What follows belongs to an exercise in optimizing a design on an open flow for small area; a production flow would make more cautious choices.
RTL that was checked went through simulation tests only; none was proved equivalent to the original.
No functional check of the RTL was part of run 5.
Power and IR drop assume default switching activity.

--- flow/constraint.sdc ---
create_clock -name core_clock -period 12.0 [get_ports {CLOCK}]
set_input_delay 2.4000 -clock core_clock [delete_from_list [all_inputs] [get_ports {CLOCK}]]
set_output_delay 2.4000 -clock core_clock [all_outputs]
set_load 0.01 [all_outputs]
--- flow/standard.sh ---
#!/bin/bash
# synth_recipe.tcl (not shown) runs the flow's synth.tcl, then flattens the netlist and writes it again
# the make line also repeats each setting of config.mk as NAME=value (left out here)
make -C /OpenROAD-flow-scripts/flow DESIGN_CONFIG=/design/flow/config.mk WORK_HOME=/design/flow/orfs CLKGATE_MAP_FILE= SYNTH_SCRIPT=/design/flow/synth_recipe.tcl "${@:-finish}"
--- flow/flow/abc_map.script ---
strash
dc2
&get -n
&dch -f
&nf -R 1000 -p
&put
--- flow/config.mk ---
export PLATFORM = sky130hd
export DESIGN_NAME = idct_stage1_top
export DESIGN_NICKNAME = idct_stage1_top
export VERILOG_FILES = /design/flow/design.v
export SDC_FILE = /design/flow/constraint.sdc
export NUM_CORES = 4
export LEC_CHECK = 0
export CAP_MARGIN = 5
export CORE_MARGIN = 2
export CORE_UTILIZATION = 40
export CTS_BUF_LIST = sky130_fd_sc_hd__clkbuf_8
export SLEW_MARGIN = 5
--- flow/design.v ---
package dct_pkg;
    typedef logic signed [15:0] coef_t;
    typedef logic signed [15:0] sample_t;
    localparam int PROD_SHIFT = 8;   
    function automatic coef_t dct_coef(input logic [2:0] k, input logic [2:0] j);
        case ({k, j})
            6'o00: dct_coef = 16'sd1448;
            6'o01: dct_coef = 16'sd2008;
            6'o02: dct_coef = 16'sd1892;
            6'o03: dct_coef = 16'sd1702;
            6'o04: dct_coef = 16'sd1448;
            6'o05: dct_coef = 16'sd1137;
            6'o06: dct_coef = 16'sd783;
            6'o07: dct_coef = 16'sd399;
            6'o10: dct_coef = 16'sd1448;
            6'o11: dct_coef = 16'sd1702;
            6'o12: dct_coef = 16'sd783;
            6'o13: dct_coef = -16'sd399;
            6'o14: dct_coef = -16'sd1448;
            6'o15: dct_coef = -16'sd2008;
            6'o16: dct_coef = -16'sd1892;
            6'o17: dct_coef = -16'sd1137;
            6'o20: dct_coef = 16'sd1448;
            6'o21: dct_coef = 16'sd1137;
            6'o22: dct_coef = -16'sd783;
            6'o23: dct_coef = -16'sd2008;
            6'o24: dct_coef = -16'sd1448;
            6'o25: dct_coef = 16'sd399;
            6'o26: dct_coef = 16'sd1892;
            6'o27: dct_coef = 16'sd1702;
            6'o30: dct_coef = 16'sd1448;
            6'o31: dct_coef = 16'sd399;
            6'o32: dct_coef = -16'sd1892;
            6'o33: dct_coef = -16'sd1137;
            6'o34: dct_coef = 16'sd1448;
            6'o35: dct_coef = 16'sd1702;
            6'o36: dct_coef = -16'sd783;
            6'o37: dct_coef = -16'sd2008;
            6'o40: dct_coef = 16'sd1448;
            6'o41: dct_coef = -16'sd399;
            6'o42: dct_coef = -16'sd1892;
            6'o43: dct_coef = 16'sd1137;
            6'o44: dct_coef = 16'sd1448;
            6'o45: dct_coef = -16'sd1702;
            6'o46: dct_coef = -16'sd783;
            6'o47: dct_coef = 16'sd2008;
            6'o50: dct_coef = 16'sd1448;
            6'o51: dct_coef = -16'sd1137;
            6'o52: dct_coef = -16'sd783;
            6'o53: dct_coef = 16'sd2008;
            6'o54: dct_coef = -16'sd1448;
            6'o55: dct_coef = -16'sd399;
            6'o56: dct_coef = 16'sd1892;
            6'o57: dct_coef = -16'sd1702;
            6'o60: dct_coef = 16'sd1448;
            6'o61: dct_coef = -16'sd1702;
            6'o62: dct_coef = 16'sd783;
            6'o63: dct_coef = 16'sd399;
            6'o64: dct_coef = -16'sd1448;
            6'o65: dct_coef = 16'sd2008;
            6'o66: dct_coef = -16'sd1892;
            6'o67: dct_coef = 16'sd1137;
            6'o70: dct_coef = 16'sd1448;
            6'o71: dct_coef = -16'sd2008;
            6'o72: dct_coef = 16'sd1892;
            6'o73: dct_coef = -16'sd1702;
            6'o74: dct_coef = 16'sd1448;
            6'o75: dct_coef = -16'sd1137;
            6'o76: dct_coef = 16'sd783;
            6'o77: dct_coef = -16'sd399;
            default: dct_coef = '0;
        endcase
    endfunction
    function automatic logic [3:0] csd_mag(input logic [2:0] k, input logic [2:0] j);
        logic [1:0] kk;
        logic [3:0] v;
        kk = k[2] ? ~k[1:0] : k[1:0];
        case ({kk, j})
            5'o00: v = 4'h3;
            5'o01: v = 4'h6;
            5'o02: v = 4'h0;
            5'o03: v = 4'h7;
            5'o04: v = 4'h3;
            5'o05: v = 4'h5;
            5'o06: v = 4'h1;
            5'o07: v = 4'h4;
            5'o10: v = 4'h3;
            5'o11: v = 4'h7;
            5'o12: v = 4'h1;
            5'o13: v = 4'hc;
            5'o14: v = 4'hb;
            5'o15: v = 4'he;
            5'o16: v = 4'h8;
            5'o17: v = 4'hd;
            5'o20: v = 4'h3;
            5'o21: v = 4'h5;
            5'o22: v = 4'h9;
            5'o23: v = 4'he;
            5'o24: v = 4'hb;
            5'o25: v = 4'h4;
            5'o26: v = 4'h0;
            5'o27: v = 4'h7;
            5'o30: v = 4'h3;
            5'o31: v = 4'h4;
            5'o32: v = 4'h8;
            5'o33: v = 4'hd;
            5'o34: v = 4'h3;
            5'o35: v = 4'h7;
            5'o36: v = 4'h9;
            5'o37: v = 4'he;
            default: v = 4'h0;
        endcase
        csd_mag = {v[3] ^ (k[2] & j[0]), v[2:0]};
    endfunction
    function automatic logic [6:0] csd_step(input logic [2:0] m, input logic [2:0] t);
        case ({m, t})
            6'o00: csd_step = 7'h15;
            6'o01: csd_step = 7'h17;
            6'o02: csd_step = 7'h4b;
            6'o03: csd_step = 7'h62;
            6'o10: csd_step = 7'h09;
            6'o11: csd_step = 7'h08;
            6'o12: csd_step = 7'h44;
            6'o13: csd_step = 7'h70;
            6'o30: csd_step = 7'h05;
            6'o31: csd_step = 7'h07;
            6'o32: csd_step = 7'h03;
            6'o33: csd_step = 7'h4a;
            6'o34: csd_step = 7'h68;
            6'o40: csd_step = 7'h17;
            6'o41: csd_step = 7'h10;
            6'o42: csd_step = 7'h49;
            6'o43: csd_step = 7'h64;
            6'o50: csd_step = 7'h07;
            6'o51: csd_step = 7'h0a;
            6'o52: csd_step = 7'h40;
            6'o53: csd_step = 7'h74;
            6'o60: csd_step = 7'h15;
            6'o61: csd_step = 7'h53;
            6'o62: csd_step = 7'h6b;
            6'o70: csd_step = 7'h05;
            6'o71: csd_step = 7'h19;
            6'o72: csd_step = 7'h07;
            6'o73: csd_step = 7'h11;
            6'o74: csd_step = 7'h43;
            6'o75: csd_step = 7'h6b;
            default: csd_step = 7'h00;
        endcase
    endfunction
endpackage
package sram_map_pkg;
    typedef logic [17:0] sram_addr_t;
    typedef logic [15:0] sram_data_t;
    localparam int BLOCK_DIM = 8;
    localparam int BLOCK_SIZE = 64;
    localparam int SRAM_READ_LATENCY = 2;    
    typedef logic [6:0] buf_addr_t;   
    function automatic sram_addr_t pixel_addr(input logic [31:0] width,
                                              input sram_addr_t prow,
                                              input sram_addr_t pcol);
        sram_addr_t addr;
        addr = pcol;
        for (int b = 0; b < 18; b++) begin
            if (width[b])
                addr = addr + (prow << b);
        end
        pixel_addr = addr;
    endfunction
endpackage
`timescale 1ns/1ps
module idct_stage1_top #(
    parameter int BLOCK_COLS = 40,
    parameter int BLOCK_ROWS = 30,
    parameter int RESULT_BASE = 76800
) (
    input  logic       CLOCK,
    input  logic       Resetn,
    input  logic       start,
    input  sram_map_pkg::sram_data_t sram_read_data,
    output sram_map_pkg::sram_addr_t sram_address,
    output sram_map_pkg::sram_data_t sram_write_data,
    output logic       sram_we_n,
    output logic       busy,
    output logic       done
);
    localparam int NSEG = BLOCK_COLS * BLOCK_ROWS * sram_map_pkg::BLOCK_DIM;   
    localparam int RES_SEG = RESULT_BASE / sram_map_pkg::BLOCK_DIM;
    logic        run;        
    logic [13:0] seg;        
    logic [2:0]  j;          
    logic [2:0]  k;          
    logic [2:0]  t;          
    logic        tail;       
    logic [29:0] acc;        
    logic        cr;         
    logic [6:0]  step;
    logic [3:0]  mag;
    logic [3:0]  e;
    logic        neg, last, adv;
    logic        clr, wcyc, lastout, start_go;
    logic [2:0]  ka;
    assign mag  = dct_pkg::csd_mag(k, j);
    assign step = dct_pkg::csd_step(mag[2:0], t);
    assign e    = step[3:0];
    assign neg  = step[4] ^ mag[3];
    assign last = step[5];
    assign adv  = step[6] & !tail;
    assign clr     = tail && t == 3'd3;    
    assign wcyc    = tail && t == 3'd1;
    assign lastout = seg == 14'(NSEG - 1) && j == 3'd7;
    assign done      = run && wcyc && lastout;
    assign busy      = run && !(wcyc && lastout);
    assign sram_we_n = !(run && wcyc);
    assign start_go  = start && !busy;
    assign ka = k + 3'(adv);
    assign sram_address = wcyc ? {15'(seg) + 15'(RES_SEG), j} : {1'b0, seg, ka};
    logic        ovf;
    assign ovf = !(&acc[29:23] || !(|acc[29:23]));
    assign sram_write_data = ovf ? {acc[29], {15{!acc[29]}}} : acc[23:8];
    logic        nt;
    logic [15:0] sx;
    logic [29:0] addend;
    logic [29:0] acc_in;
    logic [29:0] sum;
    assign nt     = neg && !tail;
    assign sx     = (sram_read_data & {16{!tail}}) ^ {16{nt}};
    assign addend = ({{14{sx[15]}}, sx} << e) | ({30{nt}} & ~({30{1'b1}} << e));
    assign acc_in = acc;
    logic [30:0] cy;
    logic [29:0] hs;
    assign cy[0]  = nt;
    assign cy[15] = cr;
    for (genvar i = 0; i < 30; i++) begin : g_add
        assign hs[i]  = acc_in[i] ^ addend[i];
        assign sum[i] = hs[i] ^ cy[i];
        if (i != 14)
            assign cy[i+1] = (acc_in[i] & addend[i]) | (cy[i] & hs[i]);
    end
    always_ff @(posedge CLOCK) begin
        acc <= {sum[29:8] & {22{!clr}}, sum[7:0] & {8{!(last || clr)}}};
        cr  <= ((acc_in[14] & addend[14]) | (cy[14] & hs[14])) && !clr;
    end
    always_ff @(posedge CLOCK or negedge Resetn) begin
        if (!Resetn) begin
            run <= 1'b0;
        end else if (start_go) begin
            run <= 1'b1;
        end else if (wcyc && lastout) begin
            run <= 1'b0;
        end
    end
    always_ff @(posedge CLOCK) begin
        if (start_go) begin
            seg  <= '0;
            j    <= '0;
            k    <= '0;
            t    <= 3'd2;
            tail <= 1'b1;
        end else if (!tail) begin
            if (last) begin
                t <= '0;
                k <= k + 3'd1;
                if (k == 3'd7)
                    tail <= 1'b1;
            end else begin
                t <= t + 3'd1;
            end
        end else begin
            if (t == 3'd3) begin
                t <= '0;
                tail <= 1'b0;
            end else begin
                t <= t + 3'd1;
            end
            if (t == 3'd1) begin
                j <= j + 3'd1;
                if (j == 3'd7)
                    seg <= seg + 14'd1;
            end
        end
    end
endmodule
--- flow/flow/run.sh ---
#!/bin/bash
# Layout flow: the standard flow (standard.sh), with three changes:
# - Yosys's technology mapping step runs ABC with flow/abc_map.script
#   (area-oriented mapping, no delay-driven buffering or upsizing) instead of
#   ORFS's abc_speed.script;
# - every input and output port still gets its own buffer, but a
#   sky130_fd_sc_hd__buf_1 (buffer_ports -buffer_cell);
# - clock tree synthesis with larger sink clusters and no dummy loads.
# Everything else, including the synthesis script synth_recipe.tcl, the
# registers it makes, floorplan, power grid, placement, CTS and routing, is the
# standard flow's.
set -euo pipefail
cd "$(dirname "$0")/.."
W=$PWD
rm -rf "$W/scripts_mod"
cp -r "$FLOW_HOME/scripts" "$W/scripts_mod"
cp "$W/flow/abc_map.script" "$W/scripts_mod/abc_speed.script"
# standard.sh with ORFS's scripts folder pointed at the copy
CTS="-repair_clock_nets -buf_list sky130_fd_sc_hd__clkbuf_8 -dont_use_dummy_load"
sed "s|^make -C |make SCRIPTS_DIR=$W/scripts_mod BUFFER_PORTS_ARGS='-buffer_cell sky130_fd_sc_hd__buf_1' CTS_ARGS='$CTS' -C |" standard.sh > standard_mod.sh
grep -q "SCRIPTS_DIR=" standard_mod.sh
bash standard_mod.sh finish > "$W/flow_make.log" 2>&1
test -s "$W/out/final.def"
==> flow_summary.json, run 1 <==
{
  "status": "finished clean",
  "drive_above_1_share_pct": 2.43,
  "avgSynthCellArea_um2": 8.45,
  "cellInternalPower_mw": 0.367,
  "clock-root-buffer": "clkbuf_8",
  "end_kind": "register",
  "drt_iter0_markers": 268,
  "grt_use_total_pct": 18.2,
  "cts_hold_buf": 0,
  "hold_slack_ns": 0.519,
  "cts_setup_buffers": 0,
  "die_h_um": 109,
  "ant_nets": 0,
  "synth_area_leaders": "dfxtp_1, fa_1, mux2i_1",
  "overflow": 0,
  "routed_wl_um": 10300,
  "yosys_most_used_dff": "dfxtp_1",
  "fmax_mhz": 94.1,
  "grt_pass1_wl_um": 17300,
  "diodes": 0,
  "power_frac_comb_pct": 35.6,
  "hold_path_class": "register to register",
  "synth_common_cells": "o21ai_0, dfxtp_1, mux2i_1",
  "hold_violations": 0,
  "max_stage_delay_ns": 0.90,
  "synth_warnings": 1,
  "cts-htree-levels": 2,
  "grt_pass1_vias": 3552,
  "critPathArrivalTime_ns": 10.83,
  "portBuffers": 55,
  "first_pass_iters": 5,
  "fin_nets": 646,
  "rsz0062_at_grt": "false",
  "critPathMaxFanout": 23,
  "wire_per_inst_um": 14.3,
  "rr_worst_depth": 28,
  "clock_path_buffers": 2,
  "p_sw_share_pct": 36.6,
  "dpl.hpwl_um": 7760,
  "powerDensity_nw_per_um2": 120,
  "synthArstFlopShare_pct": 1.79,
  "coreArea_um2": 10800,
  "synth_seq_area_share_pct": 25.6,
  "drv_slew": 0,
  "tns_ns": 0,
  "path_class": "register to register",
  "hold_path_depth": 2,
  "ios": 56,
  "post_cts_resize_count": 0,
  "clkSinkCount": 56,
  "start_util_pct": 40.7,
  "worst_pin_slew_ns": 1.17,
  "area_delta_synth_final_pct": 10.3,
  "slowest_stage": "a21oi_1",
  "finish.utilization_pct": 44.9,
  "routed_via_density": 5.48,
  "gp_congestion": 0.879,
  "path_clk_slew_ns": 0.10,
  "grt_max_degree": 42,
  "slew-limit-headroom_pct": 22.1,
  "skew_ns": 0.0143,
  "insertion_delay_ns": 0.32,
  "vias": 3926,
  "cts_inserted_buffers": 5,
  "synth_top_area_share_pct": 25.1,
  "synthesis.nets": 587,
  "remaining_drc_errors": 0,
  "cts_tree": "done",
  "startpoint_type": "register",
  "critPathRequiredTime_ns": 12.20,
  "fin_area_um2": 4850,
  "synth_most_common_cell": "o21ai_0",
  "finalSetupViolCount": 0,
  "antenna_found_initial": 0,
  "netlist_instances": 520,
  "vdd_drop_max_v": 0.000127,
  "die_w_um": 109,
  "syn_area_um2": 4390,
  "max_cap_violations": 0,
  "die_area_um2": 11800,
  "period_needed_ns": 10.63,
  "synth-seq-cells": 56,
  "synth_edf_count": 0,
  "p_seq_share_pct": 47.6,
  "clock_power_share_pct": 16.8,
  "crit_top_cell": "fa_1",
  "placed_cell_area_um2": 4780,
  "ys_types": 46,
  "std_cell_rows": 38,
  "p_leak_nw": 1.88,
  "yosys.area.top_type": "dfxtp_1",
  "period_share_pct": 88.5,
  "power.switching_mw": 0.212
}
[registers in the layout, summed over array words and instances (netlist names)]
register,flops
acc,30
seg,14
j,3
k,3
t,3
cr,1
run,1
tail,1
[worst paths after layout]
| kind | slack [ns] | startpoint | to |
|---|---|---|---|
| max reg2reg | 1.37 | j[0] | acc[14] |
| max in group asynchronous | 10.08 | Resetn | run |
| min | 0.52 | seg[1] | seg[1] |
| max | 1.37 | j[0] | acc[14] |
| min reg2reg | 0.52 | seg[1] | seg[1] |
| min in group asynchronous | 1.82 | Resetn | run |
[layout by cell type, fill, tap and decap left out, types with 23 or more instances in the layout]
| cell type | n |
|---|---|
| o21ai_0 | 66 |
| dfxtp_1 | 55 |
| buf_1 | 55 |
| mux2i_1 | 46 |
| nand2_1 | 44 |
| nor2_1 | 38 |
| a21oi_1 | 37 |
| fa_1 | 29 |
| nand3_1 | 28 |
| clkinv_1 | 23 |
| and2_0 | 23 |
[layout make-up]
type / instances / area, um^2
fill: 1089 / 5950
timing repair buffer: 60 / 244
clock buffer: 5 / 68.8
inverter: 23 / 86.3
multi-input combinational: 433 / 3150
tap: 140 / 175
sequential: 56 / 1130
[power groups by stage]
stage               Clock, mW  Sequential [mW]  Combinational, mW
floorplan                   0            0.271              0.144
global placement            0            0.282              0.202
detailed placement          0            0.281              0.204
CTS                     0.101            0.278              0.210
global route            0.108            0.286              0.245
finish                 0.0971            0.276              0.206
[cells by family (layout without fill, tap and decap cells)]
| logic type | count (synthesis) | in the layout | synth area share (%) |
|---|---|---|---|
| compound gates | 141 | 141 | 18.1 |
| xor+xnor | 17 | 17 | 3.39 |
| buf+inv | 31 | 88 | 3.25 |
| fa+ha+maj | 48 | 48 | 18.6 |
| flops | 56 | 56 | 25.6 |
| simple gates | 180 | 180 | 20.3 |
| mux | 47 | 47 | 10.7 |
[critical path, delay by kind of cell, from the launching register on]
family | cells | cell delay, ns
and+or+nand+nor | 3 | 0.66
adders and majority gates | 16 | 5.99
DFF | 1 | 0.64
AOI/OAI and AO/OA | 5 | 2.24
buffers and inverters | 4 | 0.96
[metal layers]
layer	up-vias	global-route usage [%]	routed length, um
met4	0	5.59	184
met3	14	2.93	368
li1	1978	-	-
met2	86	29.2	4900
met5	-	0	0
met1	1848	25.2	4800
[per-stage QoR]
step | setup slack, ns | power (mW) | instances
2_1_floorplan | 0.778 | 0.416 | 520
3_3_place_gp | 1.81 | 0.484 | 712
3_5_place_dp | 1.49 | 0.485 | 712
4_1_cts | 1.45 | 0.589 | 717
5_1_grt | 0.598 | 0.639 | 717
6_report | 1.37 | 0.579 | 717
==> run 2: changes to the inputs <==
--- a/flow/flow/run.sh
+++ b/flow/flow/run.sh
@@ -5,10 +5,12 @@
 #   ORFS's abc_speed.script;
 # - every input and output port still gets its own buffer, but a
 #   sky130_fd_sc_hd__buf_1 (buffer_ports -buffer_cell);
-# - clock tree synthesis with larger sink clusters and no dummy loads.
+# - clock tree synthesis with sky130_fd_sc_hd__clkbuf_8 buffers only, without
+#   sink clustering and without dummy loads.
 # Everything else, including the synthesis script synth_recipe.tcl, the
-# registers it makes, floorplan, power grid, placement, CTS and routing, is the
-# standard flow's.
+# registers it makes, floorplan, power grid, placement, timing repair and
+# routing, is the standard flow's. make's output goes to flow_make.log; each
+# ORFS step keeps its own log under orfs/logs/.
 set -euo pipefail
 cd "$(dirname "$0")/.."
 W=$PWD
==> run 2 against run 1 <==
  * First-iteration DRC count is the same
  * Critical path depth unchanged
  * Core utilization is the same
  * Register-to-register slack about the same
  * Sequential power is essentially flat
  * Clock power is essentially flat
  * Worst setup slack is the same
  * Die area stayed put
  * Clock-buffer cell count is the same
  * Sequential cell count unchanged
==> flow_summary.json, run 2 <==
{
  "hold_violations": 0,
  "top_regs": "acc: 30 flops, seg: 14 flops",
  "p_leak_nw": 1.88,
  "insertion_delay_ns": 0.32,
  "rsz0062_at_grt": "false",
  "max_cap_violations": 0,
  "dpl.hpwl_um": 7760,
  "syn_area_um2": 4390,
  "cts_hold_buf": 0,
  "synthesis.nets": 587,
  "regMostFlops": "acc",
  "rr_worst_depth": 28,
  "startpoint_type": "register",
  "die_area_um2": 11800,
  "grt_pass1_wl_um": 17300,
  "synth_common_cells": "o21ai_0, dfxtp_1, mux2i_1",
  "crit_top_cell": "fa_1",
  "place_ws_ns": 1.49,
  "vdd_drop_max_v": 0.000127,
  "gp_congestion": 0.879,
  "end_kind": "register",
  "setup_slack_ns": 1.37,
  "period_needed_ns": 10.63,
  "area_delta_synth_final_pct": 10.3,
  "routed_wl_um": 10300,
  "synth_top_area_share_pct": 25.1,
  "fin_nets": 646,
  "synthArstFlopShare_pct": 1.79,
  "critPathArrivalTime_ns": 10.83,
  "ant_nets": 0,
  "worst_pin_slew_ns": 1.17,
  "critPathRequiredTime_ns": 12.20,
  "first_pass_iters": 5,
  "diodes": 0,
  "die_h_um": 109,
  "period_share_pct": 88.5,
  "cts-htree-levels": 2,
  "netlist_instances": 520,
  "drive_above_1_share_pct": 2.43,
  "skew_ns": 0.0143,
  "overflow": 0,
  "portBuffers": 55,
  "grt_max_degree": 42,
  "post_cts_resize_count": 0,
  "ys_types": 46,
  "grt_use_total_pct": 18.2,
  "critPathMaxFanout": 23,
  "cts_setup_buffers": 0,
  "synth_seq_area_share_pct": 25.6,
  "path_clk_slew_ns": 0.10,
  "finalSetupViolCount": 0,
  "hold_path_class": "register to register",
  "yosys.area.top_type": "dfxtp_1",
  "drt_iter0_markers": 268,
  "clock-root-buffer": "clkbuf_8",
  "cts_inserted_buffers": 5,
  "max_stage_delay_ns": 0.90,
  "powerDensity_nw_per_um2": 120,
  "slowest_stage": "a21oi_1",
  "hold_path_depth": 2,
  "start_util_pct": 40.7,
  "drv_slew": 0,
  "clkSinkCount": 56,
  "layout_commonest_cell": "o21ai_0",
  "fmax_mhz": 94.1,
  "grt_pass1_vias": 3552,
  "mostFrequentLayoutCells": "o21ai_0, dfxtp_1, buf_1",
  "path_class": "register to register",
  "synth_edf_count": 0,
  "synth-seq-cells": 56,
  "ios": 56,
  "die_w_um": 109,
  "cts_tree": "done",
  "std_cell_rows": 38,
  "status": "finished clean",
  "remaining_drc_errors": 0,
  "routed_via_density": 5.48,
  "slew-limit-headroom_pct": 22.1,
  "yosys_most_used_dff": "dfxtp_1",
  "tns_ns": 0,
  "clock_path_buffers": 2,
  "largest_reg_flops": 30,
  "antenna_found_initial": 0,
  "avgSynthCellArea_um2": 8.45,
  "wire_per_inst_um": 14.3,
  "vias": 3926,
  "synth_warnings": 1,
  "synth_most_common_cell": "o21ai_0",
  "synth_area_leaders": "dfxtp_1, fa_1, mux2i_1",
  "coreArea_um2": 10800
}
==> run 2: cell counts after synthesis <==
Identical to the previous run, type by type.
==> run 2: path summary, 6_finish.rpt <==
path | from | endpoint | slack [ns]
min in group asynchronous | Resetn | run | 1.82
max | j[0] | acc[14] | 1.37
max reg2reg | j[0] | acc[14] | 1.37
min | seg[1] | seg[1] | 0.52
max in group asynchronous | Resetn | run | 10.08
min reg2reg | seg[1] | seg[1] | 0.52
==> run 2: cell families (layout without fill, tap and decap cells) <==
logic type,Yosys count,count (layout),synth area share (%)
adders and majority gates,48,48,18.6
buffers and inverters,31,88,3.25
and+or+nand+nor,180,180,20.3
muxes,47,47,10.7
DFF,56,56,25.6
AOI/OAI and AO/OA,141,141,18.1
xor gates and xnor gates,17,17,3.39
==> run 2: through the flow <==
step | total power, mW | hold slack (ns) | cells | utilization, % | cell area, um^2
2_1_floorplan | 0.416 | 0.456 | 520 | - | 4390
3_3_place_gp | 0.484 | 0.487 | 712 | 44.3 | 4780
3_5_place_dp | 0.485 | 0.498 | 712 | 44.3 | 4780
4_1_cts | 0.589 | 0.519 | 717 | 44.9 | 4850
5_1_grt | 0.639 | 0.550 | 717 | 44.9 | 4850
6_report | 0.579 | 0.519 | 717 | 44.9 | 4850
==> run 2: area by class of cell <==
cell class | instances | area, um^2
clock buffer | 5 | 68.8
fill | 1089 | 5950
inverter | 23 | 86.3
multi-input combinational | 433 | 3150
sequential | 56 | 1130
tap | 140 | 175
timing repair buffer | 60 | 244
==> run 2: critical path, delay by kind of cell (launching register included) <==
family	cells	cell delay, ns
AO/OA/AOI/OAI	5	2.24
adder cells (fa/ha/maj)	16	5.99
AND/OR/NAND/NOR	3	0.66
flip-flops	1	0.64
buffers and inverters	4	0.96
==> run 2: where the power goes <==
part / internal, mW / switching [mW] / leakage (nW)
registers: 0.237 / 0.0394 / 0.464
clock network: 0.0379 / 0.0592 / 0.0359
logic: 0.0929 / 0.113 / 1.38
==> run 2: per-layer routing <==
| metal | wire length, um | track usage, % |
|---|---|---|
| met1 | 4800 | 25.2 |
| met2 | 4900 | 29.2 |
| met3 | 368 | 2.93 |
| met4 | 184 | 5.59 |
| met5 | 0 | 0 |
==> run 3: changes to the inputs <==
--- a/flow/design.v
+++ b/flow/design.v
@@ -259,9 +259,7 @@
         end else if (!tail) begin
             if (last) begin
                 t <= '0;
-                k <= k + 3'd1;
-                if (k == 3'd7)
-                    tail <= 1'b1;
+                {tail, k} <= {1'b0, k} + 4'd1;
             end else begin
                 t <= t + 3'd1;
             end
==> run 3 against run 2 <==
  * Still clean on timing, DRC and antenna
  * Register-to-register slack got worse by 0.09 ns
  * Die area fell by 0.30%
  * Synthesized area fell by 0.31%
  * Clock skew rose by 0.0083 ns
  * Sequential power barely moved
  * Sequential share of layout area rose by 0.13 points
  * Critical endpoint is now acc[29]
  * Largest cell class unchanged
==> flow_summary.json, run 3 <==
{
  "status": "finished clean",
  "start_util_pct": 40.8,
  "clock_path_buffers": 2,
  "place_ws_ns": 1.38,
  "antenna_found_initial": 0,
  "diodes": 0,
  "layout_commonest_cell": "o21ai_0",
  "r2r_slack_ns": 1.28,
  "path_class": "register to register",
  "hp-start": "seg[1]",
  "ff_latch_area_um2": 1130,
  "mostFrequentLayoutCells": "o21ai_0, dfxtp_1, buf_1",
  "synth_seq_area_share_pct": 25.7,
  "tns_ns": 0,
  "reg2reg_to": "acc[29]",
  "powerDensity_nw_per_um2": 118,
  "p_leak_nw": 1.95,
  "cts_tree": "done",
  "hold_violations": 0,
  "path_clk_slew_ns": 0.10,
  "routed_via_density": 5.40,
  "grt_max_degree": 38,
  "area_delta_synth_final_pct": 10.1,
  "grt_pass1_wl_um": 18100,
  "synthesis.nets": 588,
  "startpoint_type": "register",
  "r2r_start": "j[0]",
  "drv_slew": 0,
  "ios": 56,
  "top_regs": "acc: 30 flops, seg: 14 flops",
  "setup_slack_ns": 1.28,
  "crit_top_cell": "fa_1",
  "critPathMaxFanout": 37,
  "max_cap_violations": 0,
  "netlist_instances": 522,
  "hold_path_class": "register to register",
  "multi_input_area_um2": 3120,
  "dpl.hpwl_um": 8280,
  "cp.buffers_inverters": 2,
  "slew-limit-headroom_pct": 21.1,
  "wire_per_inst_um": 14.8,
  "fin_nets": 646,
  "cts-htree-levels": 2,
  "portBuffers": 55,
  "slowest_stage": "o21ai_2",
  "synthArstFlopShare_pct": 1.79,
  "clkSinkCount": 56,
  "grt_use_total_pct": 19.3,
  "die_w_um": 109,
  "coreArea_um2": 10700,
  "synth-seq-cells": 56,
  "regMostFlops": "acc",
  "period_needed_ns": 10.72,
  "period_share_pct": 89.3,
  "first_pass_iters": 5,
  "end_kind": "register",
  "ys_types": 43,
  "synth_common_cells": "o21ai_0, dfxtp_1, mux2i_1",
  "critPathRequiredTime_ns": 12.25,
  "finalSetupViolCount": 0,
  "gp_congestion": 0.935,
  "die_h_um": 109,
  "synth_top_area_share_pct": 25.1,
  "yosys.area.top_type": "dfxtp_1",
  "avgSynthCellArea_um2": 8.39,
  "critPathArrivalTime_ns": 10.97,
  "max_stage_delay_ns": 0.99,
  "clock-root-buffer": "clkbuf_8",
  "ant_nets": 0,
  "cp_top_family": "adder cells",
  "post_cts_resize_count": 0,
  "cts_inserted_buffers": 5,
  "skew_ns": 0.0226,
  "vdd_drop_max_v": 0.0000750,
  "drive_above_1_share_pct": 2.25,
  "remaining_drc_errors": 0,
  "fmax_mhz": 93.3,
  "hold_path_end": "seg[1]",
  "synth_warnings": 1,
  "synth_area_leaders": "dfxtp_1, fa_1, mux2i_1",
  "vias": 3880,
  "largest_reg_flops": 30,
  "rsz0062_at_grt": "false",
  "synth_edf_count": 0,
  "hold_path_depth": 2,
  "grt_pass1_vias": 3722,
  "cts_setup_buffers": 0,
  "layout.filler_cells": 1090,
  "syn_area_um2": 4380,
  "drt_iter0_markers": 302,
  "die_area_um2": 11800,
  "cts_hold_buf": 0,
  "worst_pin_slew_ns": 1.18,
  "overflow": 0,
  "routed_wl_um": 10700,
  "finish.utilization_pct": 44.9,
  "insertion_delay_ns": 0.32,
  "rr_worst_depth": 30,
  "std_cell_rows": 38,
  "yosys_most_used_dff": "dfxtp_1",
  "synth_most_common_cell": "o21ai_0"
}
[run 3: cell count changes in the layout (fill, tap and decap cells not counted), moves of 4 or more]
cell | before | now
a21oi_1 | 37 | 43
nand3_1 | 28 | 32
nor3_1 | 10 | 14
o21ai_0 | 66 | 56
o22ai_1 | 5 | 0
[run 3: power breakdown]
| part | internal [mW] | total (mW) | switching, mW |
|---|---|---|---|
| registers | 0.236 | 0.275 | 0.0391 |
| logic | 0.0912 | 0.197 | 0.105 |
| clock network | 0.0380 | 0.0981 | 0.0601 |
[run 3: worst reg2reg max path, delay by kind of cell, from the launching register on]
family          cells  cell delay [ns]
xor+xnor            1             0.13
buf+inv             2             0.36
compound gates      8             3.01
flops               1             0.66
fa+ha+maj          15             5.47
mux                 4             1.01
[run 3: worst max path at each step]
stage	startpoint	endpoint	slack (ns)	cells after the start
after global routing	j[0]	acc[29]	0.48	30
after CTS	j[0]	acc[29]	1.35	30
after detailed placement	j[0]	acc[29]	1.38	30
final	j[0]	acc[29]	1.28	30
after global placement	j[0]	acc[29]	1.81	30
after floorplan	k[2]	acc[29]	1.51	32
[run 3: final cells by class]
class	instances	share of cell area, %
multi-input cells	434	64.8
flip-flops and latches	56	23.4
repair buffers	59	4.91
well taps	140	3.63
inverters	24	1.87
clock buffers	5	1.43
[run 3: metal layers]
metal / track usage (%) / up-vias / wire [um]
met5: 0 / - / 0
met4: 4.58 / 0 / 186
met3: 4.18 / 18 / 677
met2: 33.3 / 121 / 4940
met1: 24.7 / 1755 / 4860
li1: - / 1986 / -
[run 3: cells by family (layout without fill, tap and decap cells)]
| logic type | count (synthesis) | in the layout | share of synthesized area (%) |
|---|---|---|---|
| flops | 56 | 56 | 25.7 |
| fa+ha+maj | 47 | 47 | 18.4 |
| xor+xnor | 15 | 15 | 3.00 |
| mux | 48 | 48 | 11.0 |
| buf+inv | 32 | 88 | 3.34 |
| compound gates | 131 | 131 | 16.9 |
| simple gates | 193 | 193 | 21.7 |
[run 3: metrics by stage]
step	power [mW]	area [um^2]	hold slack, ns	std cells
after floorplan	0.416	4380	0.461	522
after global placement	0.471	4750	0.490	713
after detailed placement	0.481	4750	0.495	713
after CTS	0.581	4820	0.515	718
after global routing	0.634	4820	0.559	718
final	0.570	4820	0.516	718
==> run 4: changes to the inputs <==
--- a/flow/flow/run.sh
+++ b/flow/flow/run.sh
@@ -18,7 +18,7 @@
 cp -r "$FLOW_HOME/scripts" "$W/scripts_mod"
 cp "$W/flow/abc_map.script" "$W/scripts_mod/abc_speed.script"
 # standard.sh with ORFS's scripts folder pointed at the copy
-CTS="-repair_clock_nets -buf_list sky130_fd_sc_hd__clkbuf_8 -dont_use_dummy_load"
+CTS="-repair_clock_nets -buf_list sky130_fd_sc_hd__clkbuf_8 -dont_use_dummy_load -sink_clustering_enable -sink_clustering_size 60 -sink_clustering_max_diameter 1000 -distance_between_buffers 1000"
 sed "s|^make -C |make SCRIPTS_DIR=$W/scripts_mod BUFFER_PORTS_ARGS='-buffer_cell sky130_fd_sc_hd__buf_1' CTS_ARGS='$CTS' -C |" standard.sh > standard_mod.sh
 grep -q "SCRIPTS_DIR=" standard_mod.sh
 bash standard_mod.sh finish > "$W/flow_make.log" 2>&1
==> run 4 against run 3 <==
  * Sequential share of layout area unchanged
  * Core utilization unchanged
  * Design area unchanged
  * Sequential cell count unchanged
  * Hold slack unchanged
  * Still clean on timing, DRC and antenna
==> flow_summary.json, run 4 <==
{
  "rr_worst_depth": 30,
  "std_cell_rows": 38,
  "regMostFlops": "acc",
  "hold_violations": 0,
  "avgSynthCellArea_um2": 8.39,
  "multi_input_area_um2": 3120,
  "grt_pass1_wl_um": 18100,
  "ios": 56,
  "layout_commonest_cell": "o21ai_0",
  "ant_nets": 0,
  "yosys.area.top_type": "dfxtp_1",
  "finalSetupViolCount": 0,
  "clkSinkCount": 56,
  "remaining_drc_errors": 0,
  "max_stage_delay_ns": 0.99,
  "dp_cells": 713,
  "grt_max_degree": 38,
  "place_ws_ns": 1.38,
  "skew_ns": 0.0226,
  "coreArea_um2": 10700,
  "die_area_um2": 11800,
  "insertion_delay_ns": 0.32,
  "layout.filler_cells": 1090,
  "yosys_most_used_dff": "dfxtp_1",
  "critPathRequiredTime_ns": 12.25,
  "synth_area_leaders": "dfxtp_1, fa_1, mux2i_1",
  "rsz0062_at_grt": "false",
  "end_kind": "register",
  "period_share_pct": 89.3,
  "cts_hold_buf": 0,
  "synth-seq-cells": 56,
  "post_cts_resize_count": 0,
  "cts-htree-levels": 2,
  "overflow": 0,
  "clock_path_buffers": 2,
  "die_w_um": 109,
  "finish.utilization_pct": 44.9,
  "clock-root-buffer": "clkbuf_8",
  "synth_seq_area_share_pct": 25.7,
  "cts_inserted_buffers": 5,
  "hold_path_depth": 2,
  "largest_reg_flops": 30,
  "top_regs": "acc: 30 flops, seg: 14 flops",
  "grt_use_total_pct": 19.3,
  "hold_path_class": "register to register",
  "worst_pin_slew_ns": 1.18,
  "synth_common_cells": "o21ai_0, dfxtp_1, mux2i_1",
  "setup_slack_ns": 1.28,
  "die_h_um": 109,
  "final_cells": 718,
  "ff_latch_area_um2": 1130,
  "path_class": "register to register",
  "syn_area_um2": 4380,
  "tns_ns": 0,
  "synthesis.nets": 588,
  "synth_warnings": 1,
  "slowest_stage": "o21ai_2",
  "finalPower_mw": 0.570,
  "critPathMaxFanout": 37,
  "synth_most_common_cell": "o21ai_0",
  "diodes": 0,
  "antenna_found_initial": 0,
  "mostFrequentLayoutCells": "o21ai_0, dfxtp_1, buf_1",
  "fmax_mhz": 93.3,
  "hold_slack_ns": 0.516,
  "synth_top_area_share_pct": 25.1,
  "cts_tree": "done",
  "cts_setup_buffers": 0,
  "crit_top_cell": "fa_1",
  "routed_via_density": 5.40,
  "wire_per_inst_um": 14.8,
  "drt_iter0_markers": 302,
  "drive_above_1_share_pct": 2.25,
  "gp_congestion": 0.935,
  "netlist_instances": 522,
  "placed_cell_area_um2": 4750,
  "dpl.hpwl_um": 8280,
  "grt_pass1_vias": 3722,
  "drv_slew": 0,
  "vdd_drop_max_v": 0.0000750,
  "startpoint_type": "register",
  "synthArstFlopShare_pct": 1.79,
  "slew-limit-headroom_pct": 21.1,
  "ys_types": 43,
  "vias": 3880,
  "fin_nets": 646,
  "path_clk_slew_ns": 0.10,
  "period_needed_ns": 10.72,
  "portBuffers": 55,
  "routed_wl_um": 10700,
  "synth_edf_count": 0,
  "fin_area_um2": 4820,
  "first_pass_iters": 5,
  "start_util_pct": 40.8,
  "max_cap_violations": 0,
  "status": "finished clean",
  "powerDensity_nw_per_um2": 118,
  "p_leak_nw": 1.95,
  "critPathArrivalTime_ns": 10.97,
  "area_delta_synth_final_pct": 10.1
}
==> run 4: cell counts after synthesis <==
Identical to the previous run, type by type.
==> run 4: worst max-delay path, delay by kind of cell (launching register included) <==
family / cells / cell delay, ns
muxes: 4 / 1.01
adders and majority gates: 15 / 5.46
buffers and inverters: 2 / 0.36
AOI/OAI and AO/OA: 8 / 3.00
DFF: 1 / 0.66
xor gates and xnor gates: 1 / 0.13
==> run 4: per-layer routing <==
metal | vias up | wire length, um | track usage (%)
met2 | 121 | 4940 | 33.3
met5 | - | 0 | 0
li1 | 1986 | - | -
met1 | 1755 | 4860 | 24.7
met4 | 0 | 186 | 4.58
met3 | 18 | 677 | 4.18
==> run 4: logic make-up after synthesis <==
group | count (synthesis) | share of synthesized area (%)
AND/OR/NAND/NOR | 193 | 21.7
AO/OA/AOI/OAI | 131 | 16.9
flip-flops | 56 | 25.7
multiplexers | 48 | 11.0
adder cells (fa/ha/maj) | 47 | 18.4
buffers and inverters | 32 | 3.34
XOR/XNOR | 15 | 3.00
==> run 4: power breakdown <==
| group | total, mW | switching (mW) | internal (mW) |
|---|---|---|---|
| clock | 0.0981 | 0.0601 | 0.0380 |
| sequential | 0.275 | 0.0391 | 0.236 |
| combinational | 0.197 | 0.105 | 0.0912 |
==> run 4: final timing paths <==
kind / start / to / slack (ns)
worst max-delay path: j[0] / acc[29] / 1.28
worst min-delay path: seg[1] / seg[1] / 0.52
worst max register to register: j[0] / acc[29] / 1.28
worst min register to register: seg[1] / seg[1] / 0.52
max in group asynchronous: Resetn / run / 10.07
min in group asynchronous: Resetn / run / 1.83
==> run 4: cell type report <==
cell class / count / share of cell area [%]
inverter: 24 / 1.87
sequential: 56 / 23.4
tap: 140 / 3.63
multi-input combinational: 434 / 64.8
timing repair buffer: 59 / 4.91
clock buffer: 5 / 1.43
==> run 5: changes to the inputs <==
--- a/flow/design.v
+++ b/flow/design.v
@@ -224,7 +224,11 @@
     logic [29:0] sum;
     assign nt     = neg && !tail;
     assign sx     = (sram_read_data & {16{!tail}}) ^ {16{nt}};
-    assign addend = ({{14{sx[15]}}, sx} << e) | ({30{nt}} & ~({30{1'b1}} << e));
+    logic [29:0] s1;
+    assign s1     = ({{14{sx[15]}}, sx} << e[1:0]) | ({30{nt}} & ~({30{1'b1}} << e[1:0]));
+    assign addend = ({30{e[3]}} & {s1[21:0], {8{nt}}})
+                  | ({30{e[2]}} & {s1[25:0], {4{nt}}})
+                  | ({30{!e[3] && !e[2]}} & s1);
     assign acc_in = acc;
     logic [30:0] cy;
     logic [29:0] hs;
--- a/flow/flow/run.sh
+++ b/flow/flow/run.sh
@@ -18,7 +18,7 @@
 cp -r "$FLOW_HOME/scripts" "$W/scripts_mod"
 cp "$W/flow/abc_map.script" "$W/scripts_mod/abc_speed.script"
 # standard.sh with ORFS's scripts folder pointed at the copy
-CTS="-repair_clock_nets -buf_list sky130_fd_sc_hd__clkbuf_8 -dont_use_dummy_load -sink_clustering_enable -sink_clustering_size 60 -sink_clustering_max_diameter 1000 -distance_between_buffers 1000"
+CTS="-repair_clock_nets -buf_list sky130_fd_sc_hd__clkbuf_8 -dont_use_dummy_load"
 sed "s|^make -C |make SCRIPTS_DIR=$W/scripts_mod BUFFER_PORTS_ARGS='-buffer_cell sky130_fd_sc_hd__buf_1' CTS_ARGS='$CTS' -C |" standard.sh > standard_mod.sh
 grep -q "SCRIPTS_DIR=" standard_mod.sh
 bash standard_mod.sh finish > "$W/flow_make.log" 2>&1
==> run 5 against run 4 <==
  * Largest cell class unchanged
  * Critical endpoint unchanged
  * Sequential share of layout area is 0.73 points higher
  * Critical path type unchanged
  * Die area decreased by 3.4%
  * Still clean
  * Hold slack worse by 0.027 ns
  * Non-clock buffer count up 2
==> flow_summary.json, run 5 <==
{
  "r2r_slack_ns": 1.41,
  "drv_slew": 0,
  "ff_latch_area_um2": 1130,
  "crit_top_cell": "fa_1",
  "mostFrequentLayoutCells": "o21ai_0, nand2_1, dfxtp_1, buf_1, a21oi_1",
  "drt_iter0_markers": 249,
  "gp_congestion": 0.928,
  "ant_nets": 0,
  "grt_pass1_wl_um": 16400,
  "grtUsageMet2_pct": 26.9,
  "synth.mux.area_fraction_pct": 6.37,
  "rr_worst_depth": 31,
  "finalSetupViolCount": 0,
  "synth_top_area_share_pct": 26.1,
  "synthesis.nets": 572,
  "largest_reg_flops": 30,
  "synth_compound_area_share_pct": 19.0,
  "path_clk_slew_ns": 0.11,
  "end_kind": "register",
  "dpl.hpwl_um": 7430,
  "placed_cell_area_um2": 4610,
  "avgSynthCellArea_um2": 8.35,
  "ios": 56,
  "period_needed_ns": 10.59,
  "finalPower_mw": 0.600,
  "r2r_start": "j[0]",
  "max_stage_delay_ns": 0.98,
  "startpoint_type": "register",
  "powerDensity_nw_per_um2": 128,
  "skew_ns": 0.0316,
  "grt_pass1_vias": 3455,
  "place_ws_ns": 1.55,
  "cts_tree": "done",
  "clock_path_buffers": 2,
  "synthArstFlopShare_pct": 1.79,
  "multi_input_area_um2": 2950,
  "post_cts_resize_count": 0,
  "start_util_pct": 41.1,
  "cts_hold_buf": 0,
  "yosys.area.top_type": "dfxtp_1",
  "synth_most_common_cell": "o21ai_0",
  "synth_warnings": 1,
  "period_share_pct": 88.3,
  "coreArea_um2": 10300,
  "overflow": 0,
  "rsz0062_at_grt": "false",
  "first_pass_iters": 6,
  "insertion_delay_ns": 0.31,
  "cts-htree-levels": 2,
  "area_delta_synth_final_pct": 10.7,
  "p_leak_nw": 1.80,
  "hold_path_class": "register to register",
  "synth_common_cells": "o21ai_0, dfxtp_1, nand2_1",
  "synth_seq_area_share_pct": 26.7,
  "cts_setup_buffers": 0,
  "die_h_um": 107,
  "routed_wl_um": 9750,
  "vias": 3812,
  "synthAdderAreaFrac_pct": 19.1,
  "met3_usage_pct": 2.01,
  "yosys_most_used_dff": "dfxtp_1",
  "portBuffers": 55,
  "routed_via_density": 5.45,
  "critPathLaunch": "j[0]",
  "finish.utilization_pct": 45.5,
  "die_w_um": 107,
  "cts_inserted_buffers": 5,
  "synth_edf_count": 0,
  "top_regs": "acc: 30 flops, seg: 14 flops",
  "slowest_stage": "o21ai_2",
  "fin_area_um2": 4670,
  "synth-seq-cells": 56,
  "crit_end": "acc[29]",
  "drive_above_1_share_pct": 2.48,
  "synth-simple-area-share_pct": 21.7,
  "path_class": "register to register",
  "antenna_found_initial": 0,
  "critPathRequiredTime_ns": 12.16,
  "grt_use_total_pct": 17.2,
  "layout.filler_cells": 1048,
  "slew-limit-headroom_pct": 18.9,
  "critPathArrivalTime_ns": 10.75,
  "regMostFlops": "acc",
  "worst_pin_slew_ns": 1.22,
  "fin_nets": 632,
  "wire_per_inst_um": 13.9,
  "ys_types": 47,
  "max_cap_violations": 0,
  "diodes": 0,
  "synth_top_family_by_area": "simple AND/OR/NAND/NOR gates",
  "std_cell_rows": 37,
  "synth_xor_area_share_pct": 3.32,
  "layout_commonest_cell": "o21ai_0",
  "busiest_layer": "met2",
  "netlist_instances": 506,
  "critPathMaxFanout": 36,
  "fmax_mhz": 94.4,
  "setup_slack_ns": 1.41,
  "vdd_drop_max_v": 0.000116,
  "grt_max_degree": 37,
  "status": "finished clean",
  "die_area_um2": 11400,
  "syn_area_um2": 4220,
  "clock-root-buffer": "clkbuf_8",
  "grtUsageMet1_pct": 25.8,
  "clkSinkCount": 56,
  "reg2reg_to": "acc[29]",
  "synth_area_leaders": "dfxtp_1, fa_1, o21ai_0",
  "remaining_drc_errors": 0,
  "hold_violations": 0,
  "tns_ns": 0
}
[run 5: changes by cell type after synthesis, moves of 3 or more]
cell / before / now
mux2i_1: 47 / 19
nand2_1: 46 / 55
a21oi_1: 44 / 36
mux2_1: 1 / 7
nor3_1: 15 / 9
clkinv_1: 24 / 29
o221ai_1: 1 / 6
nand3_1: 32 / 29
[run 5: final cells by class]
class | count | area share [%]
clock buffer | 5 | 1.47
inverter | 29 | 2.33
multi-input combinational | 413 | 63.1
sequential | 56 | 24.1
tap | 136 | 3.64
timing repair buffer | 61 | 5.38
[run 5: through the flow]
step,hold slack [ns],std cells
final,0.489,700
after global routing,0.525,700
after CTS,0.493,700
after detailed placement,0.478,695
after global placement,0.464,695
after floorplan,0.455,506
[run 5: power by group]
group          internal (mW)  switching, mW  leakage, nW
Clock                 0.0379         0.0560       0.0359
Combinational          0.107          0.123         1.30
Sequential             0.236         0.0407        0.465
Total                  0.381          0.220         1.80
[run 5: worst min-delay path by stage]
stage / start / end / slack (ns) / cells after the start
after floorplan: seg[6] / seg[6] / 0.46 / 1
after global placement: seg[1] / seg[1] / 0.46 / 2
after detailed placement: seg[1] / seg[1] / 0.48 / 2
after CTS: seg[1] / seg[1] / 0.49 / 2
after global routing: seg[1] / seg[1] / 0.52 / 2
final: seg[1] / seg[1] / 0.49 / 2
[run 5: cell families (layout without fill, tap and decap cells)]
group	count (synthesis)	after routing
DFF	56	56
adders and majority gates	47	47
and+or+nand+nor	188	188
AOI/OAI and AO/OA	136	136
xor gates and xnor gates	16	16
muxes	26	26
buffers and inverters	37	95
[run 5: critical path, delay by kind of cell, from the launching register on]
kind / cells / cell delay [ns]
fa+ha+maj: 15 / 5.63
compound gates: 10 / 3.06
flops: 1 / 0.60
buf+inv: 3 / 0.43
mux: 1 / 0.37
xor+xnor: 2 / 0.33
[run 5: routing by layer]
| layer | share of wire [%] | wire [um] | vias to the layer above |
|---|---|---|---|
| met3 | 3.5 | 340 | 13 |
| met1 | 51 | 4930 | 1781 |
| met2 | 45 | 4380 | 93 |
| li1 | - | - | 1925 |
| met5 | 0 | 0 | - |
| met4 | 0.95 | 93 | 0 |
==> run 6: changes to the inputs <==
--- a/flow/design.v
+++ b/flow/design.v
@@ -223,12 +223,16 @@
     logic [29:0] acc_in;
     logic [29:0] sum;
     assign nt     = neg && !tail;
-    assign sx     = (sram_read_data & {16{!tail}}) ^ {16{nt}};
+    assign sx     = sram_read_data ^ {16{nt}};
     logic [29:0] s1;
+    logic        h0, h4, h8;
+    assign h8     = e[3] && !tail;
+    assign h4     = e[2] && !tail;
+    assign h0     = !e[3] && !e[2] && !tail;
     assign s1     = ({{14{sx[15]}}, sx} << e[1:0]) | ({30{nt}} & ~({30{1'b1}} << e[1:0]));
-    assign addend = ({30{e[3]}} & {s1[21:0], {8{nt}}})
-                  | ({30{e[2]}} & {s1[25:0], {4{nt}}})
-                  | ({30{!e[3] && !e[2]}} & s1);
+    assign addend = ({30{h8}} & {s1[21:0], {8{nt}}})
+                  | ({30{h4}} & {s1[25:0], {4{nt}}})
+                  | ({30{h0}} & s1);
     assign acc_in = acc;
     logic [30:0] cy;
     logic [29:0] hs;
==> run 6 against run 5 <==
  * Routed wire length rose by 0.15%
  * Via count decreased by 4.3%
  * Core utilization shrank 0.30 points
  * Combinational power is 14% lower
  * Synthesized cell count shrank 3.0%
  * Power is 5.0% lower
  * Cell count down 2.4%
  * Worst setup slack gained 0.13 ns
  * Hold slack gained 0.028 ns
  * Sequential power hardly changed
  * Critical endpoint unchanged
  * Largest power group unchanged
==> flow_summary.json, run 6 <==
{
  "syn_area_um2": 4210,
  "netlist_instances": 491,
  "wire_per_inst_um": 14.3,
  "synth_top_area_share_pct": 26.1,
  "yosys_most_used_dff": "dfxtp_1",
  "portBuffers": 55,
  "vdd_drop_max_v": 0.0000569,
  "fin_nets": 615,
  "synthArstFlopShare_pct": 1.79,
  "powerDensity_nw_per_um2": 123,
  "period_needed_ns": 10.46,
  "clock_path_buffers": 2,
  "largest_reg_flops": 30,
  "max_cap_violations": 0,
  "cellInternalPower_mw": 0.365,
  "clock-root-buffer": "clkbuf_8",
  "skew_ns": 0.0173,
  "antenna_found_initial": 0,
  "rr_worst_depth": 32,
  "synth_area_leaders": "dfxtp_1, fa_1, mux2i_1",
  "p_leak_nw": 1.75,
  "crit_top_cell": "fa_1",
  "rsz0062_at_grt": "false",
  "insertion_delay_ns": 0.30,
  "cts_tree": "done",
  "finalSetupViolCount": 0,
  "tns_ns": 0,
  "critPathMaxFanout": 16,
  "first_pass_iters": 4,
  "end_kind": "register",
  "hold_path_class": "register to register",
  "mostFrequentLayoutCells": "dfxtp_1, buf_1, o21ai_0",
  "startpoint_type": "register",
  "regMostFlops": "acc",
  "fmax_mhz": 95.6,
  "area_delta_synth_final_pct": 10.2,
  "die_h_um": 107,
  "die_w_um": 107,
  "worst_pin_slew_ns": 1.07,
  "hold_violations": 0,
  "synth_common_cells": "dfxtp_1, o21ai_0, nor2_1",
  "clock_power_share_pct": 17.0,
  "cts_setup_buffers": 0,
  "synth_edf_count": 0,
  "start_util_pct": 41.0,
  "r2r_start": "j[0]",
  "overflow": 0,
  "drt_iter0_markers": 249,
  "critPathArrivalTime_ns": 10.63,
  "diodes": 0,
  "remaining_drc_errors": 0,
  "synth_warnings": 1,
  "status": "finished clean",
  "grt_pass1_vias": 3581,
  "r2r_slack_ns": 1.54,
  "max_stage_delay_ns": 0.80,
  "gp_congestion": 0.888,
  "routed_via_density": 5.34,
  "grt_use_total_pct": 18.2,
  "dpl.hpwl_um": 7420,
  "reg2reg_to": "acc[29]",
  "drv_slew": 0,
  "routed_wl_um": 9760,
  "power.switching_mw": 0.206,
  "p_seq_share_pct": 48.3,
  "period_share_pct": 87.2,
  "cts_inserted_buffers": 5,
  "synth_most_common_cell": "dfxtp_1",
  "synthesis.nets": 557,
  "critPathLaunch": "j[0]",
  "synth-seq-cells": 56,
  "top_regs": "acc: 30 flops, seg: 14 flops",
  "cts-htree-levels": 2,
  "slowest_stage": "a21oi_2",
  "clkSinkCount": 56,
  "yosys.area.top_type": "dfxtp_1",
  "path_class": "register to register",
  "vias": 3649,
  "avgSynthCellArea_um2": 8.58,
  "power_frac_comb_pct": 34.7,
  "drive_above_1_share_pct": 2.19,
  "slew-limit-headroom_pct": 28.4,
  "ios": 56,
  "finish.utilization_pct": 45.2,
  "cts_hold_buf": 0,
  "layout.filler_cells": 1058,
  "grt_max_degree": 27,
  "p_sw_share_pct": 36.1,
  "grt_pass1_wl_um": 17200,
  "synth_seq_area_share_pct": 26.7,
  "critPathRequiredTime_ns": 12.17,
  "die_area_um2": 11400,
  "ant_nets": 0,
  "std_cell_rows": 37,
  "post_cts_resize_count": 0,
  "path_clk_slew_ns": 0.10,
  "crit_end": "acc[29]",
  "coreArea_um2": 10300,
  "ys_types": 42
}
## run 6: cell count changes after synthesis, moves of 3 or more
cell      delta
mux2i_1     +13
mux2_1       -6
nand3_1     -22
a21oi_1      -9
nor3_1       +3
o22ai_1      +5
o21ai_0      -6
xor2_1      +15
nor2_1       +9
o221ai_1     -4
o22a_1       +6
nand2_1     -12
## run 6: how the worst min path moves through the flow
| stage | from | to | slack, ns | cells past startpoint |
|---|---|---|---|---|
| after CTS | seg[13] | seg[13] | 0.51 | 1 |
| after global routing | seg[13] | seg[13] | 0.54 | 1 |
| final | seg[13] | seg[13] | 0.52 | 1 |
| after floorplan | seg[13] | seg[13] | 0.46 | 1 |
| after global placement | seg[13] | seg[13] | 0.49 | 1 |
| after detailed placement | seg[13] | seg[13] | 0.49 | 1 |
## run 6: cells by family after synthesis
group	after synthesis	share of synthesized area, %
adders and majority gates	47	19.1
xor gates and xnor gates	29	6.03
and+or+nand+nor	165	19.1
muxes	33	7.87
buffers and inverters	39	4.10
AOI/OAI and AO/OA	122	17.0
DFF	56	26.7
## run 6: area by class of cell
cell class	count	area, um^2	area share, %
clock buffer	5	68.8	1.48
tap	136	170	3.66
inverter	31	116	2.51
sequential	56	1130	24.3
timing repair buffer	59	236	5.09
multi-input combinational	396	2930	63.0
## run 6: worst max-delay path, delay by kind of cell, from the launching register on
family / cells / cell delay (ns)
AOI/OAI and AO/OA: 8 / 2.25
xor gates and xnor gates: 1 / 0.16
adders and majority gates: 15 / 5.60
buffers and inverters: 4 / 0.74
DFF: 1 / 0.65
muxes: 2 / 0.57
and+or+nand+nor: 2 / 0.34
## run 6: power groups by stage
| stage | sequential (mW) | combinational (mW) | clock (mW) |
|---|---|---|---|
| 2_1_floorplan | 0.270 | 0.144 | 0 |
| 3_3_place_gp | 0.282 | 0.196 | 0 |
| 3_5_place_dp | 0.281 | 0.200 | 0 |
| 4_1_cts | 0.278 | 0.203 | 0.103 |
| 5_1_grt | 0.285 | 0.237 | 0.109 |
| 6_report | 0.276 | 0.198 | 0.0968 |
## run 6: layer usage
metal	share of wire, %	global-route usage [%]	up-vias
met1	50	25.9	1738
met3	3.8	2.61	6
li1	-	-	1829
met2	46	29.2	76
met5	0	0	-
met4	0.92	4.36	0
## run 6: per-stage QoR
| stage | power, mW | worst slack, ns | instance area, um^2 | hold slack, ns | instances |
|---|---|---|---|---|---|
| 3_3_place_gp | 0.478 | 1.98 | 4570 | 0.490 | 678 |
| 4_1_cts | 0.583 | 1.61 | 4640 | 0.515 | 683 |
| 5_1_grt | 0.630 | 0.810 | 4640 | 0.543 | 683 |
| 2_1_floorplan | 0.414 | 1.47 | 4210 | 0.461 | 491 |
| 3_5_place_dp | 0.481 | 1.62 | 4570 | 0.489 | 678 |
| 6_report | 0.570 | 1.54 | 4640 | 0.518 | 683 |
==> run 7: changes to the inputs <==
==> flow/flow/abc_map.script (replaced) <==
strash
dc2
dch -f
dc2
&get -n
&dch -f
&nf -R 1000 -p -C 32
&put
==> run 7 against run 6 <==
  * Still clean on timing, DRC and antenna
  * Routed wire length rose by 4.4%
  * Core utilization is essentially flat
  * Maximum frequency increased by 2.8%
  * Critical path type unchanged
  * Largest cell class unchanged
  * Largest power group unchanged
  * Highest routed layer unchanged
==> flow_summary.json, run 7 <==
{
  "fmax_mhz": 98.2,
  "insertion_delay_ns": 0.31,
  "synth_seq_area_share_pct": 26.8,
  "setup_slack_ns": 1.82,
  "vdd_drop_max_v": 0.000102,
  "routed_wl_um": 10200,
  "tns_ns": 0,
  "synthesis.nets": 558,
  "antenna_found_initial": 0,
  "start_util_pct": 41.0,
  "critPathRequiredTime_ns": 12.18,
  "die_h_um": 106,
  "placed_cell_area_um2": 4550,
  "first_pass_iters": 5,
  "fin_area_um2": 4620,
  "overflow": 0,
  "critPathMaxFanout": 17,
  "ys_types": 40,
  "end_kind": "register",
  "powerDensity_nw_per_um2": 125,
  "clock-root-buffer": "clkbuf_8",
  "hold_path_class": "register to register",
  "remaining_drc_errors": 0,
  "synth_most_common_cell": "dfxtp_1",
  "mostFrequentLayoutCells": "dfxtp_1, buf_1, nand2_1",
  "dp_cells": 678,
  "cp.buffers_inverters": 3,
  "cts_tree": "done",
  "period_share_pct": 84.8,
  "grt_pass1_vias": 3409,
  "max_cap_violations": 0,
  "final_cells": 683,
  "vias": 3693,
  "gp_congestion": 0.864,
  "place_ws_ns": 1.83,
  "std_cell_rows": 37,
  "max_stage_delay_ns": 0.76,
  "startpoint_type": "register",
  "ios": 56,
  "avgSynthCellArea_um2": 8.52,
  "largest_reg_flops": 30,
  "cp_top_family": "adder cells",
  "synth_common_cells": "dfxtp_1, nand2_1, o21ai_0",
  "grtUsageMet1_pct": 26.8,
  "coreArea_um2": 10200,
  "p_leak_nw": 1.82,
  "rsz0062_at_grt": "false",
  "path_class": "register to register",
  "die_area_um2": 11300,
  "synth_area_leaders": "dfxtp_1, fa_1, mux2i_1",
  "period_needed_ns": 10.18,
  "regMostFlops": "acc",
  "yosys.area.top_type": "dfxtp_1",
  "synth-seq-cells": 56,
  "layout.filler_cells": 1016,
  "netlist_instances": 492,
  "busiest_layer": "met2",
  "syn_area_um2": 4190,
  "dpl.hpwl_um": 7710,
  "path_clk_slew_ns": 0.10,
  "wire_per_inst_um": 14.9,
  "drt_iter0_markers": 211,
  "synth_warnings": 1,
  "met3_usage_pct": 3.07,
  "drive_above_1_share_pct": 2.01,
  "grtUsageMet2_pct": 29.1,
  "slowest_stage": "nor2_2",
  "synth_top_area_share_pct": 26.3,
  "cts_hold_buf": 0,
  "grt_pass1_wl_um": 17000,
  "clkSinkCount": 56,
  "die_w_um": 106,
  "yosys_most_used_dff": "dfxtp_1",
  "ant_nets": 0,
  "clock_path_buffers": 2,
  "finalSetupViolCount": 0,
  "slew-limit-headroom_pct": 22.9,
  "grt_max_degree": 27,
  "critPathArrivalTime_ns": 10.36,
  "synthArstFlopShare_pct": 1.79,
  "post_cts_resize_count": 0,
  "cts_inserted_buffers": 5,
  "grt_use_total_pct": 18.6,
  "portBuffers": 55,
  "cts-htree-levels": 2,
  "routed_via_density": 5.41,
  "hold_violations": 0,
  "status": "finished clean",
  "crit_top_cell": "fa_1",
  "hold_slack_ns": 0.511,
  "top_regs": "acc: 30 flops, seg: 14 flops",
  "drv_slew": 0,
  "diodes": 0,
  "area_delta_synth_final_pct": 10.1,
  "fin_nets": 615,
  "skew_ns": 0.0118,
  "cts_setup_buffers": 0,
  "worst_pin_slew_ns": 1.16,
  "synth_edf_count": 0,
  "finalPower_mw": 0.578,
  "finish.utilization_pct": 45.1
}
run 7: cell types whose count changed in the layout (fill, tap and decap cells not counted), sizes merged, moves of 2 or more:
cell    change
nand2b      -2
and2        -3
a21oi       +6
mux2i       -2
and3        +2
o21ai       -7
nand2       +7
o221ai      +4
a211oi      -2
o22a        -2
or2         +3
nor3b       -2
nand3       +4
a22oi       -2
run 7: worst paths after layout:
kind                       startpoint      end  slack [ns]  depth (start not counted)
setup reg to reg                 j[0]  acc[29]        1.82                         32
max in group asynchronous      Resetn      run       10.08                          1
hold reg to reg               seg[13]  seg[13]        0.51                          1
setup / recovery                 j[0]  acc[29]        1.82                         32
min in group asynchronous      Resetn      run        1.83                          1
hold / removal                seg[13]  seg[13]        0.51                          1
run 7: cells by family after synthesis:
group	after synthesis	share of synthesized area, %
fa+ha+maj	47	19.2
simple gates	172	19.7
mux	30	7.16
buf+inv	38	4.03
compound gates	118	16.6
flops	56	26.8
xor+xnor	31	6.47
run 7: power by group:
part | internal [mW] | switching [mW]
registers | 0.236 | 0.0385
logic | 0.0925 | 0.113
clock network | 0.0380 | 0.0600
run 7: layout make-up:
type / count / area [um^2] / share of cell area (%)
multi-input combinational: 398 / 2910 / 63.0
timing repair buffer: 58 / 229 / 4.96
sequential: 56 / 1130 / 24.4
tap: 136 / 170 / 3.68
inverter: 30 / 113 / 2.44
clock buffer: 5 / 68.8 / 1.49
run 7: metal layers:
| layer | vias up | wire length [um] |
|---|---|---|
| met5 | - | 0 |
| met4 | 0 | 125 |
| met3 | 14 | 462 |
| met2 | 101 | 4570 |
| met1 | 1743 | 5040 |
| li1 | 1835 | - |
==> run 8: changes to the inputs <==
--- a/flow/flow/run.sh
+++ b/flow/flow/run.sh
@@ -18,7 +18,7 @@
 cp -r "$FLOW_HOME/scripts" "$W/scripts_mod"
 cp "$W/flow/abc_map.script" "$W/scripts_mod/abc_speed.script"
 # standard.sh with ORFS's scripts folder pointed at the copy
-CTS="-repair_clock_nets -buf_list sky130_fd_sc_hd__clkbuf_8 -dont_use_dummy_load"
+CTS="-repair_clock_nets -root_buf sky130_fd_sc_hd__clkbuf_8 -buf_list sky130_fd_sc_hd__clkbuf_4 -dont_use_dummy_load"
 sed "s|^make -C |make SCRIPTS_DIR=$W/scripts_mod BUFFER_PORTS_ARGS='-buffer_cell sky130_fd_sc_hd__buf_1' CTS_ARGS='$CTS' -C |" standard.sh > standard_mod.sh
 grep -q "SCRIPTS_DIR=" standard_mod.sh
 bash standard_mod.sh finish > "$W/flow_make.log" 2>&1
==> flow/flow/abc_map.script (replaced) <==
strash
dc2
&get -n
&dch -f
&nf -R 1000 -p
&put
==> run 8 against run 7 <==
  * Hold slack better by 0.0065 ns
  * Die area up 0.40%
  * Power down 1.4%
  * Via count down 1.2%
  * Routed wire length down 4.2%
  * Synthesized area up 0.42%
  * Non-clock buffer count up 1
  * Maximum frequency down 2.7%
  * Critical path depth unchanged
==> flow_summary.json, run 8 <==
{
  "status": "finished clean",
  "max_cap_violations": 0,
  "die_h_um": 107,
  "synthArstFlopShare_pct": 1.79,
  "path_class": "register to register",
  "avgSynthCellArea_um2": 8.58,
  "vdd_drop_max_v": 0.0000569,
  "tns_ns": 0,
  "netlist_instances": 491,
  "synth_common_cells": "dfxtp_1, o21ai_0, nor2_1",
  "period_share_pct": 87.2,
  "routed_via_density": 5.34,
  "critPathMaxFanout": 16,
  "cts_hold_buf": 0,
  "syn_area_um2": 4210,
  "grt_pass1_vias": 3581,
  "max_stage_delay_ns": 0.80,
  "fin_nets": 615,
  "grt_pass1_wl_um": 17200,
  "slowest_stage": "a21oi_2",
  "coreArea_um2": 10300,
  "std_cell_rows": 37,
  "cts_setup_buffers": 0,
  "wire_per_inst_um": 14.3,
  "drt_iter0_markers": 249,
  "synth_most_common_cell": "dfxtp_1",
  "diodes": 0,
  "synth_seq_area_share_pct": 26.7,
  "die_w_um": 107,
  "overflow": 0,
  "first_pass_iters": 4,
  "synth_warnings": 1,
  "skew_ns": 0.0173,
  "slew-limit-headroom_pct": 28.4,
  "hold_path_class": "register to register",
  "fmax_mhz": 95.6,
  "yosys.area.top_type": "dfxtp_1",
  "clock-root-buffer": "clkbuf_8",
  "clock_path_buffers": 2,
  "period_needed_ns": 10.46,
  "cts_tree": "done",
  "synthesis.nets": 557,
  "finalSetupViolCount": 0,
  "p_leak_nw": 1.75,
  "die_area_um2": 11400,
  "routed_wl_um": 9760,
  "regMostFlops": "acc",
  "powerDensity_nw_per_um2": 123,
  "rsz0062_at_grt": "false",
  "finalPower_mw": 0.570,
  "vias": 3649,
  "cts_inserted_buffers": 5,
  "post_cts_resize_count": 0,
  "power.switching_mw": 0.206,
  "startpoint_type": "register",
  "drive_above_1_share_pct": 2.19,
  "p_seq_share_pct": 48.3,
  "synth_edf_count": 0,
  "cts-htree-levels": 2,
  "critPathRequiredTime_ns": 12.17,
  "synth_top_area_share_pct": 26.1,
  "start_util_pct": 41.0,
  "portBuffers": 55,
  "finish.utilization_pct": 45.2,
  "mostFrequentLayoutCells": "dfxtp_1, buf_1, o21ai_0",
  "grt_use_total_pct": 18.2,
  "dpl.hpwl_um": 7420,
  "cellInternalPower_mw": 0.365,
  "insertion_delay_ns": 0.30,
  "crit_top_cell": "fa_1",
  "clkSinkCount": 56
}
==> run 8: changes by cell type after synthesis, sizes merged, moves of 3 or more <==
cell	before	now
a21oi	33	27
and2	21	24
nand2	50	43
nand3	11	7
o21ai	47	54
o221ai	6	2
or2	3	0
==> run 8: area by class of cell <==
cell class | count | area, um^2 | share of cell area [%]
Sequential cell | 56 | 1130 | 24.3
Timing Repair Buffer | 59 | 236 | 5.09
Tap cell | 136 | 170 | 3.66
Inverter | 31 | 116 | 2.51
Clock buffer | 5 | 68.8 | 1.48
Multi-Input combinational cell | 396 | 2930 | 63.0
==> run 8: final timing paths <==
check                        start      end  slack (ns)  cells past startpoint
min in group asynchronous   Resetn      run        1.83                      1
hold / removal             seg[13]  seg[13]        0.52                      1
setup / recovery              j[0]  acc[29]        1.54                     32
max in group asynchronous   Resetn      run       10.07                      1
setup reg to reg              j[0]  acc[29]        1.54                     32
hold reg to reg            seg[13]  seg[13]        0.52                      1
==> run 8: kinds of logic (layout without fill, tap and decap cells) <==
logic type	Yosys count	count (layout)	synth area share (%)
flip-flops	56	56	26.7
AO/OA/AOI/OAI	122	122	17.0
XOR/XNOR	29	29	6.03
multiplexers	33	33	7.87
adder cells (fa/ha/maj)	47	47	19.1
AND/OR/NAND/NOR	165	165	19.1
buffers and inverters	39	95	4.10
==> run 8: per-stage QoR <==
step	setup slack, ns	instance area (um^2)	hold WS, ns
floorplan	1.47	4210	0.461
global placement	1.98	4570	0.490
detailed placement	1.62	4570	0.489
CTS	1.61	4640	0.515
global route	0.810	4640	0.543
finish	1.54	4640	0.518
==> run 8: power groups by stage <==
stage | registers [mW] | logic (mW) | clock network, mW
after floorplan | 0.270 | 0.144 | 0
after global placement | 0.282 | 0.196 | 0
after detailed placement | 0.281 | 0.200 | 0
after CTS | 0.278 | 0.203 | 0.103
after global routing | 0.285 | 0.237 | 0.109
final | 0.276 | 0.198 | 0.0968
==> run 8: routing by layer <==
| layer | vias up | track usage [%] | routed length (um) |
|---|---|---|---|
| li1 | 1829 | - | - |
| met1 | 1738 | 25.9 | 4840 |
| met2 | 76 | 29.2 | 4460 |
| met3 | 6 | 2.61 | 372 |
| met4 | 0 | 4.36 | 90 |
| met5 | - | 0 | 0 |
==> run 8: worst max-delay path, delay by kind of cell (launching register included) <==
| kind | cells | cell delay (ns) |
|---|---|---|
| XOR/XNOR | 1 | 0.16 |
| buffers and inverters | 4 | 0.74 |
| AND/OR/NAND/NOR | 2 | 0.34 |
| adder cells (fa/ha/maj) | 15 | 5.60 |
| multiplexers | 2 | 0.57 |
| AO/OA/AOI/OAI | 8 | 2.25 |
| flip-flops | 1 | 0.65 |
